From an optimization exercise on the open Yosys and OpenROAD flow, aimed at small area, a short achievable clock period and few clock cycles; shortcuts taken in it are not production practice.

==> 08-11 <==
## rtc_fields_to_epoch_seconds_unit
module rtc_fields_to_epoch_seconds_unit (
  input  logic      clk,
  input  logic      rst,
  input  logic      start,
  output logic      busy,
  input  rfes_pkg::rfes_in_t  fields,
  output logic      done,
  output rfes_pkg::rfes_out_t result,
  input  logic      cfg_write,
  input  logic      cfg_index,
  input  logic      cfg_data
);
export LEC_CHECK = 0
export CAP_MARGIN = 20
export CORE_MARGIN = 2
export CORE_UTILIZATION = 40
export SLEW_MARGIN = 20
create_clock -name core_clock -period 8.0 [get_ports {clk}]
run.sh (not shown) runs the stock make flow with config.mk's settings and CLKGATE_MAP_FILE= SYNTH_SCRIPT=/design/flow/synth_recipe.tcl, a recipe that flattens the netlist after the stock synthesis.
==> 09-24: changes against 08-11 <==
--- a/flow/design.v
+++ b/flow/design.v
@@ -1363,10 +1363,22 @@
   assign t548 = t351 ^ t512;
   assign t549 = t352 ^ t514;
   assign t550 = t353 ^ t516;
   assign t551 = t354 ^ t518;
   assign t552 = t355 ^ t520;
   assign t553 = t356 ^ t522;
   assign epoch = {t553, t552, t551, t550, t549, t548, t547, t546, t545, t544, t543, t542, t541, t540, t539, t538, t537, t536, t535, t534, t533, t532, t531, t530, t529, t528, t527, t526, t525, t327, sec_q[1], sec_q[0]};
-  assign done   = v_q;
-  assign result = {epoch, err_q};
+  logic        v2_q;
+  logic [32:0] res_q;
+  always_ff @(posedge clk) begin
+    if (rst) begin
+      v2_q <= 1'b0;
+    end else begin
+      v2_q <= v_q;
+    end
+  end
+  always_ff @(posedge clk) begin
+    res_q <= {epoch, err_q};
+  end
+  assign done   = v2_q;
+  assign result = res_q;
 endmodule
- ABC_CLOCK_PERIOD_IN_PS: unset -> 3000
==> 07-21: changes against 08-11 <==
--- a/flow/design.v
+++ b/flow/design.v
@@ -1363,10 +1363,22 @@
   assign t548 = t351 ^ t512;
   assign t549 = t352 ^ t514;
   assign t550 = t353 ^ t516;
   assign t551 = t354 ^ t518;
   assign t552 = t355 ^ t520;
   assign t553 = t356 ^ t522;
   assign epoch = {t553, t552, t551, t550, t549, t548, t547, t546, t545, t544, t543, t542, t541, t540, t539, t538, t537, t536, t535, t534, t533, t532, t531, t530, t529, t528, t527, t526, t525, t327, sec_q[1], sec_q[0]};
-  assign done   = v_q;
-  assign result = {epoch, err_q};
+  logic        v2_q;
+  logic [32:0] res_q;
+  always_ff @(posedge clk) begin
+    if (rst) begin
+      v2_q <= 1'b0;
+    end else begin
+      v2_q <= v_q;
+    end
+  end
+  always_ff @(posedge clk) begin
+    res_q <= {epoch, err_q};
+  end
+  assign done   = v2_q;
+  assign result = res_q;
 endmodule
- SETUP_SLACK_MARGIN: unset -> 5
==> 06-26: changes against 08-11 <==
--- a/flow/design.v
+++ b/flow/design.v
@@ -1363,10 +1363,22 @@
   assign t548 = t351 ^ t512;
   assign t549 = t352 ^ t514;
   assign t550 = t353 ^ t516;
   assign t551 = t354 ^ t518;
   assign t552 = t355 ^ t520;
   assign t553 = t356 ^ t522;
   assign epoch = {t553, t552, t551, t550, t549, t548, t547, t546, t545, t544, t543, t542, t541, t540, t539, t538, t537, t536, t535, t534, t533, t532, t531, t530, t529, t528, t527, t526, t525, t327, sec_q[1], sec_q[0]};
-  assign done   = v_q;
-  assign result = {epoch, err_q};
+  logic        v2_q;
+  logic [32:0] res_q;
+  always_ff @(posedge clk) begin
+    if (rst) begin
+      v2_q <= 1'b0;
+    end else begin
+      v2_q <= v_q;
+    end
+  end
+  always_ff @(posedge clk) begin
+    res_q <= {epoch, err_q};
+  end
+  assign done   = v2_q;
+  assign result = res_q;
 endmodule
- ABC_CLOCK_PERIOD_IN_PS: unset -> 3000
- SETUP_SLACK_MARGIN: unset -> 3.5
==> comparison <==
- In count of clock-buffer cells in the layout, 09-24 and 06-26 do not differ.
- In 08-11 the sequential cell count is lower than in 09-24, by 34.
- In die area, 06-26 and 09-24 do not differ.
- In synthesized cell count, 09-24 and 06-26 do not differ.
- Setup slack, highest first: 06-26, 07-21, 09-24, 08-11.
Function was not checked in any run of this note: the RTL went through the layout flow alone.


==> raven <==
rtc_fields_to_epoch_seconds_unit, a different RTL version from the one above (not shown whole).
clock: 8.0 ns
lec_check: 0
cap_margin: 20
core_margin: 2
core_utilization: 40
slew_margin: 20
==> inputs of cedar, as changes to raven <==
--- a/flow/design.v
+++ b/flow/design.v
@@ -570,62 +570,28 @@
     hr_q  <= hr5;
     min_q <= min6;
     sec_q <= sec6;
   end
   logic [31:0] tab;
   logic [31:0] epoch;
+  logic        leap_q;
+  assign leap_q = (r_q == 2'd0);
   always_comb begin
-    case ({mon_q, r_q})
-      6'd4: tab = 32'd676164100;
-      6'd5: tab = 32'd676250500;
-      6'd6: tab = 32'd676250500;
-      6'd7: tab = 32'd676250500;
-      6'd8: tab = 32'd678842500;
-      6'd9: tab = 32'd678928900;
-      6'd10: tab = 32'd678928900;
-      6'd11: tab = 32'd678928900;
-      6'd12: tab = 32'd681348100;
-      6'd13: tab = 32'd681348100;
-      6'd14: tab = 32'd681348100;
-      6'd15: tab = 32'd681348100;
-      6'd16: tab = 32'd684026500;
-      6'd17: tab = 32'd684026500;
-      6'd18: tab = 32'd684026500;
-      6'd19: tab = 32'd684026500;
-      6'd20: tab = 32'd686618500;
-      6'd21: tab = 32'd686618500;
-      6'd22: tab = 32'd686618500;
-      6'd23: tab = 32'd686618500;
-      6'd24: tab = 32'd689296900;
-      6'd25: tab = 32'd689296900;
-      6'd26: tab = 32'd689296900;
-      6'd27: tab = 32'd689296900;
-      6'd28: tab = 32'd691888900;
-      6'd29: tab = 32'd691888900;
-      6'd30: tab = 32'd691888900;
-      6'd31: tab = 32'd691888900;
-      6'd32: tab = 32'd694567300;
-      6'd33: tab = 32'd694567300;
-      6'd34: tab = 32'd694567300;
-      6'd35: tab = 32'd694567300;
-      6'd36: tab = 32'd697245700;
-      6'd37: tab = 32'd697245700;
-      6'd38: tab = 32'd697245700;
-      6'd39: tab = 32'd697245700;
-      6'd40: tab = 32'd699837700;
-      6'd41: tab = 32'd699837700;
-      6'd42: tab = 32'd699837700;
-      6'd43: tab = 32'd699837700;
-      6'd44: tab = 32'd702516100;
-      6'd45: tab = 32'd702516100;
-      6'd46: tab = 32'd702516100;
-      6'd47: tab = 32'd702516100;
-      6'd48: tab = 32'd705108100;
-      6'd49: tab = 32'd705108100;
-      6'd50: tab = 32'd705108100;
-      6'd51: tab = 32'd705108100;
+    case (mon_q)
+      4'd1: tab = leap_q ? 32'd676164100 : 32'd676250500;
+      4'd2: tab = leap_q ? 32'd678842500 : 32'd678928900;
+      4'd3: tab = 32'd681348100;
+      4'd4: tab = 32'd684026500;
+      4'd5: tab = 32'd686618500;
+      4'd6: tab = 32'd689296900;
+      4'd7: tab = 32'd691888900;
+      4'd8: tab = 32'd694567300;
+      4'd9: tab = 32'd697245700;
+      4'd10: tab = 32'd699837700;
+      4'd11: tab = 32'd702516100;
+      4'd12: tab = 32'd705108100;
       default: tab = 32'd0;
     endcase
   end
   logic t167;
   logic t168;
   logic t169;
- SETUP_SLACK_MARGIN: unset -> 4.5
==> inputs of nickel, as changes to raven <==
--- a/flow/design.v
+++ b/flow/design.v
@@ -570,62 +570,28 @@
     hr_q  <= hr5;
     min_q <= min6;
     sec_q <= sec6;
   end
   logic [31:0] tab;
   logic [31:0] epoch;
+  logic        leap_q;
+  assign leap_q = (r_q == 2'd0);
   always_comb begin
-    case ({mon_q, r_q})
-      6'd4: tab = 32'd676164100;
-      6'd5: tab = 32'd676250500;
-      6'd6: tab = 32'd676250500;
-      6'd7: tab = 32'd676250500;
-      6'd8: tab = 32'd678842500;
-      6'd9: tab = 32'd678928900;
-      6'd10: tab = 32'd678928900;
-      6'd11: tab = 32'd678928900;
-      6'd12: tab = 32'd681348100;
-      6'd13: tab = 32'd681348100;
-      6'd14: tab = 32'd681348100;
-      6'd15: tab = 32'd681348100;
-      6'd16: tab = 32'd684026500;
-      6'd17: tab = 32'd684026500;
-      6'd18: tab = 32'd684026500;
-      6'd19: tab = 32'd684026500;
-      6'd20: tab = 32'd686618500;
-      6'd21: tab = 32'd686618500;
-      6'd22: tab = 32'd686618500;
-      6'd23: tab = 32'd686618500;
-      6'd24: tab = 32'd689296900;
-      6'd25: tab = 32'd689296900;
-      6'd26: tab = 32'd689296900;
-      6'd27: tab = 32'd689296900;
-      6'd28: tab = 32'd691888900;
-      6'd29: tab = 32'd691888900;
-      6'd30: tab = 32'd691888900;
-      6'd31: tab = 32'd691888900;
-      6'd32: tab = 32'd694567300;
-      6'd33: tab = 32'd694567300;
-      6'd34: tab = 32'd694567300;
-      6'd35: tab = 32'd694567300;
-      6'd36: tab = 32'd697245700;
-      6'd37: tab = 32'd697245700;
-      6'd38: tab = 32'd697245700;
-      6'd39: tab = 32'd697245700;
-      6'd40: tab = 32'd699837700;
-      6'd41: tab = 32'd699837700;
-      6'd42: tab = 32'd699837700;
-      6'd43: tab = 32'd699837700;
-      6'd44: tab = 32'd702516100;
-      6'd45: tab = 32'd702516100;
-      6'd46: tab = 32'd702516100;
-      6'd47: tab = 32'd702516100;
-      6'd48: tab = 32'd705108100;
-      6'd49: tab = 32'd705108100;
-      6'd50: tab = 32'd705108100;
-      6'd51: tab = 32'd705108100;
+    case (mon_q)
+      4'd1: tab = leap_q ? 32'd676164100 : 32'd676250500;
+      4'd2: tab = leap_q ? 32'd678842500 : 32'd678928900;
+      4'd3: tab = 32'd681348100;
+      4'd4: tab = 32'd684026500;
+      4'd5: tab = 32'd686618500;
+      4'd6: tab = 32'd689296900;
+      4'd7: tab = 32'd691888900;
+      4'd8: tab = 32'd694567300;
+      4'd9: tab = 32'd697245700;
+      4'd10: tab = 32'd699837700;
+      4'd11: tab = 32'd702516100;
+      4'd12: tab = 32'd705108100;
       default: tab = 32'd0;
     endcase
   end
   logic t167;
   logic t168;
   logic t169;
==> results.txt <==
#FFs+latches synth=85; Synth Area in Adders=38.0%; synth cell count leaders=inv_1 (158), dfxtp_1 (85), fa_1 (79); met2 WL=6880 um; post-CTS setup buffers=0; slew margin rel.=44.7%; Worst Hold Slack=329 ps; crit start category=input port; register area=1700 um^2; status=no timing/DRC/antenna violations; clock sinks=85
(the above is from raven)
==> results.txt <==
status=no timing/DRC/antenna violations; clock sinks=71; crit start category=flip-flop; post-CTS setup buffers=0; #FFs+latches synth=71; register area=1420 um^2; largest net degree at the start of global routing=29; slew margin rel.=30.9%; Fin Clk Skew=11.3 ps; Post-DP HPWL=12300 um; met2 WL=6640 um; number of global-route vias before repair=5018; Die ar.=17000 um^2; synth cell count leaders=inv_1 (138), fa_1 (79), dfxtp_1 (71); fraction of area in registers=18.3%; Worst Hold Slack=327 ps
(the above is from nickel)
==> results.txt <==
status=no timing/DRC/antenna violations; ant diodes=0; register area=1450 um^2; Post-Place Setup Slack=2870 ps; slew margin rel.=31.3%; synth cell count leaders=inv_1 (138), fa_1 (79), dfxtp_1 (71); drt pass-1 iters=4; clock sinks=71; Synth Area in Adders=37.7%; Non-clk invs=138; Worst Hold Slack=326 ps; #FFs+latches synth=71; crit start category=flip-flop; Distinct cells, synth=69; vias=5052; Largest register FFs=33; Boundary Pins=89; post-CTS setup buffers=29; XOR/XNOR Fraction of Synth Area=3.98%; met2 WL=7460 um; Finished Core Util=55.2%
(the above is from cedar)
Function was not checked in any run of this note: the RTL went through the layout flow alone.

-- port drivers added, routing unchanged --
Ports are ideal in the flow. The routed layouts listed here were re-timed in OpenROAD.
Step 1 sets driving cells, clkbuf_16 on the clock port and buf_2 on the other inputs (assumed; they add their load-dependent delay and slew).
Step 2 moves the port delays by t, midway between the first and last clock arrival at a register: inputs arrive t later, outputs are due t later. That takes back most of the time a late clock gives input paths.
Three values: ideal, step 1, step 2; two values: the first two.
run | shift t [ns] | slack for setup (ns) | worst setup path after step 2 | worst data-port slew with drivers (ns) | pins driven straight from the clock port
08-11 | 0.310 | 0.455 / 0.421 / 0.731 | register to output | 0.04 | 1
09-24 | 0.384 | 2.834 / 2.834 / 2.834 | register to register | 0.03 | 1
07-21 | 0.394 | 3.520 / 3.520 / 3.520 | register to register | 0.06 | 1
06-26 | 0.387 | 3.641 / 3.641 / 3.641 | register to register | 0.04 | 1
raven | 0.378 | 2.777 / 2.797 / 2.419 | input to register | 0.04 | 1
cedar | 0.380 | 3.616 / 3.616 / 3.616 | register to register | 0.05 | 1
nickel | 0.384 | 2.834 / 2.834 / 2.834 | register to register | 0.03 | 1
After both steps setup and hold are still met in every run listed. The setup slack of raven, which loses most, moves by +0.020 ns with the drivers and by -0.358 ns with both steps.
